What follows belongs to an exercise in optimizing a design on an open flow for small area and a short achievable clock period; a production flow would make more cautious choices. Power and IR drop assume default switching activity.

## conv3x3_pe
module conv3x3_pe #(
    parameter int SHIFT = 4,
    parameter int ACC_W = 21
) (
    input  logic         clk,
    input  logic         rst,
    input  logic [7:0]   p00,
    input  logic [7:0]   p01,
    input  logic [7:0]   p02,
    input  logic [7:0]   p10,
    input  logic [7:0]   p11,
    input  logic [7:0]   p12,
    input  logic [7:0]   p20,
    input  logic [7:0]   p21,
    input  logic [7:0]   p22,
    input  logic         window_valid,
    input  logic         w_load,
    input  logic [3:0]   w_idx,
    input  logic [7:0]   w_data,
    output logic [7:0]   out_pixel,
    output logic         out_valid,
    output logic [15:0]  out_count
);
Size in the first run: roughly 290 flip-flops, ~110 I/O pins.
export LEC_CHECK = 0
export ABC_CLOCK_PERIOD_IN_PS = 2000
export CAP_MARGIN = 20
export CORE_MARGIN = 2
export CORE_UTILIZATION = 40
export SETUP_SLACK_MARGIN = 1.4
export SLEW_MARGIN = 20
export SYNTH_HIERARCHICAL = 1
export SYNTH_MINIMUM_KEEP_SIZE = 0
create_clock -name core_clock -period 5.5 [get_ports {clk}]
standard.sh (not shown) runs the stock make flow with config.mk's settings and CLKGATE_MAP_FILE= SYNTH_SCRIPT=/design/flow/synth_recipe.tcl, a recipe that flattens the netlist after the stock synthesis.
==> flow/flow/run.sh <==
#!/bin/bash
# Own flow: the standard layout (standard.sh: the standard synthesis and
# ORFS steps, unchanged), except that the port buffers buffer_ports inserts
# during global placement are plain buf_1 cells instead of the default pick.
set -euo pipefail
export BUFFER_PORTS_ARGS="-buffer_cell sky130_fd_sc_hd__buf_1"
bash standard.sh > standard_flow.log 2>&1
Change:
--- a/flow/design.v
+++ b/flow/design.v
@@ -777,66 +777,50 @@
         r2_q[82] <= t1000;
         r2_q[83] <= t1010;
         r2_q[84] <= t1013;
         r2_q[85] <= t1012;
         r2_q[86] <= t1014;
     end
     assign acc_a = {1'b1, t1120, t1121, t1117, t1113, t1102, t1094, t1082, t1070, t1069, t1044, t1034, t1026, t1020, t1017, r2_q[11], r2_q[6], r2_q[4], r2_q[2], r2_q[0]};
     assign acc_b = {1'b0, t1122, 1'b0, 1'b0, 1'b0, t1107, t1101, t1093, t1081, 1'b0, t1055, t1043, t1033, t1025, t1019, t1015, r2_q[7], r2_q[5], r2_q[3], r2_q[1]};
     logic [19:0] na, nb;
     logic [11:0] lo;
-    logic [8:0]  h0;
-    logic [9:0]  h1;
     logic [6:0]  lo_q;
-    logic        c11_q, ok0_q, ok1_q, sg0_q, sg1_q, b0_q, b1_q;
-    logic        ok, sg, b11;
+    logic        c11_q;
+    logic [8:0]  hx_q, hy_q, ht, hs;
+    logic        zz, mm, ok;
     assign na = ~acc_a;
     assign nb = ~acc_b;
     assign lo = {1'b0, na[10:0]} + {1'b0, nb[10:0]};
-    assign h0 = na[19:11] + nb[19:11];
-    assign h1 = {na[19:11], 1'b1} + {nb[19:11], 1'b1};
-    logic [8:0] hx, hy, ht;
-    logic       z0, z1, m0, m1;
-    assign hx = na[19:11];
-    assign hy = nb[19:11];
-    assign ht = hx ^ hy;
-    assign z0 = &(ht[8:1] ~^ (hx[7:0] | hy[7:0])) && !ht[0];
-    assign z1 = &(ht[8:1] ~^ (hx[7:0] | hy[7:0])) &&  ht[0];
-    assign m0 = &(ht[8:1] ^ (hx[7:0] & hy[7:0])) &&  ht[0];
-    assign m1 = &(ht[8:1] ^ (hx[7:0] & hy[7:0])) && !ht[0];
     always_ff @(posedge clk) begin
         if (rst) begin
             lo_q  <= '0;
             c11_q <= 1'b0;
-            ok0_q <= 1'b1;
-            ok1_q <= 1'b1;
-            sg0_q <= 1'b0;
-            sg1_q <= 1'b0;
-            b0_q  <= 1'b0;
-            b1_q  <= 1'b0;
+            hx_q  <= '0;
+            hy_q  <= '0;
             cnt_q <= '0;
         end else if (v2_q) begin
             lo_q  <= lo[10:4];
             c11_q <= lo[11];
-            ok0_q <= z0 || m0;
-            ok1_q <= z1 || m1;
-            sg0_q <= h0[8];
-            sg1_q <= h1[9];
-            b0_q  <= h0[0];
-            b1_q  <= h1[1];
+            hx_q  <= na[19:11];
+            hy_q  <= nb[19:11];
             cnt_q <= cnt_q + 16'd1;
         end
     end
-    assign ok  = c11_q ? ok1_q : ok0_q;
-    assign sg  = c11_q ? sg1_q : sg0_q;
-    assign b11 = c11_q ? b1_q : b0_q;
-    assign out_pixel = ok ? {b11, lo_q} : (sg ? 8'h80 : 8'h7f);
+    assign ht = hx_q ^ hy_q;
+    assign zz = &(ht ~^ {hx_q[7:0] | hy_q[7:0], c11_q});
+    assign mm = &(ht ^ {hx_q[7:0] & hy_q[7:0], c11_q});
+    assign ok = zz || mm;
+    logic [9:0] hsum;
+    assign hsum = {hx_q, 1'b1} + {hy_q, c11_q};
+    assign hs = hsum[9:1];
+    assign out_pixel = ok ? {hs[0], lo_q} : (hs[8] ? 8'h80 : 8'h7f);
     assign out_valid = v3_q;
     assign out_count = cnt_q;
 endmodule
 module csa_fa (
     input  logic a,
     input  logic b,
     input  logic c,
     output logic s,
     output logic co
 );
Effect:
- via count goes down by 0.39%
- routed wire length went up by 3.2%
- worst hold slack improved by 0.0067 ns
- clock skew went down by 0.0084 ns
- power shrinks by 14%
- sequential share of layout area is higher by 0.35 points
- non-clock buffer count does not change
- die area is higher by 1.3%
- utilization rises by 0.21 points
- setup slack improved by 0.37 ns
- design area rose by 1.2%
Function was not checked in any run of this note: the RTL went through the layout flow alone.

-- what the ideal ports hide --
In the flow no input, the clock included, has a driving cell. The finished layouts below were timed again as built, in two steps.
Step 1 (the two cells are an assumption about what drives the block):
set clk [get_ports {clk}]
set_driving_cell -lib_cell sky130_fd_sc_hd__clkbuf_16 $clk
set_driving_cell -lib_cell sky130_fd_sc_hd__buf_2 [delete_from_list [all_inputs] $clk]
Step 2, shift: input delay + t, output delay - t, t = (earliest + latest rising clock arrival at the registers) / 2. This alone moves slack from input paths to output paths.
a / b / c = ideal ports / drivers / drivers and shift; a / b = the first two.
| run | t, ns | slack for setup (ns) | worst hold slack (ns) |
|---|---|---|---|
| the first run | 0.610 | 1.275 / 1.275 / 1.275 | 0.452 / 0.452 / 0.452 |
| the second run | 0.611 | 1.646 / 1.591 / 1.682 | 0.459 / 0.459 / 0.459 |
After both steps every run listed still meets setup and hold.
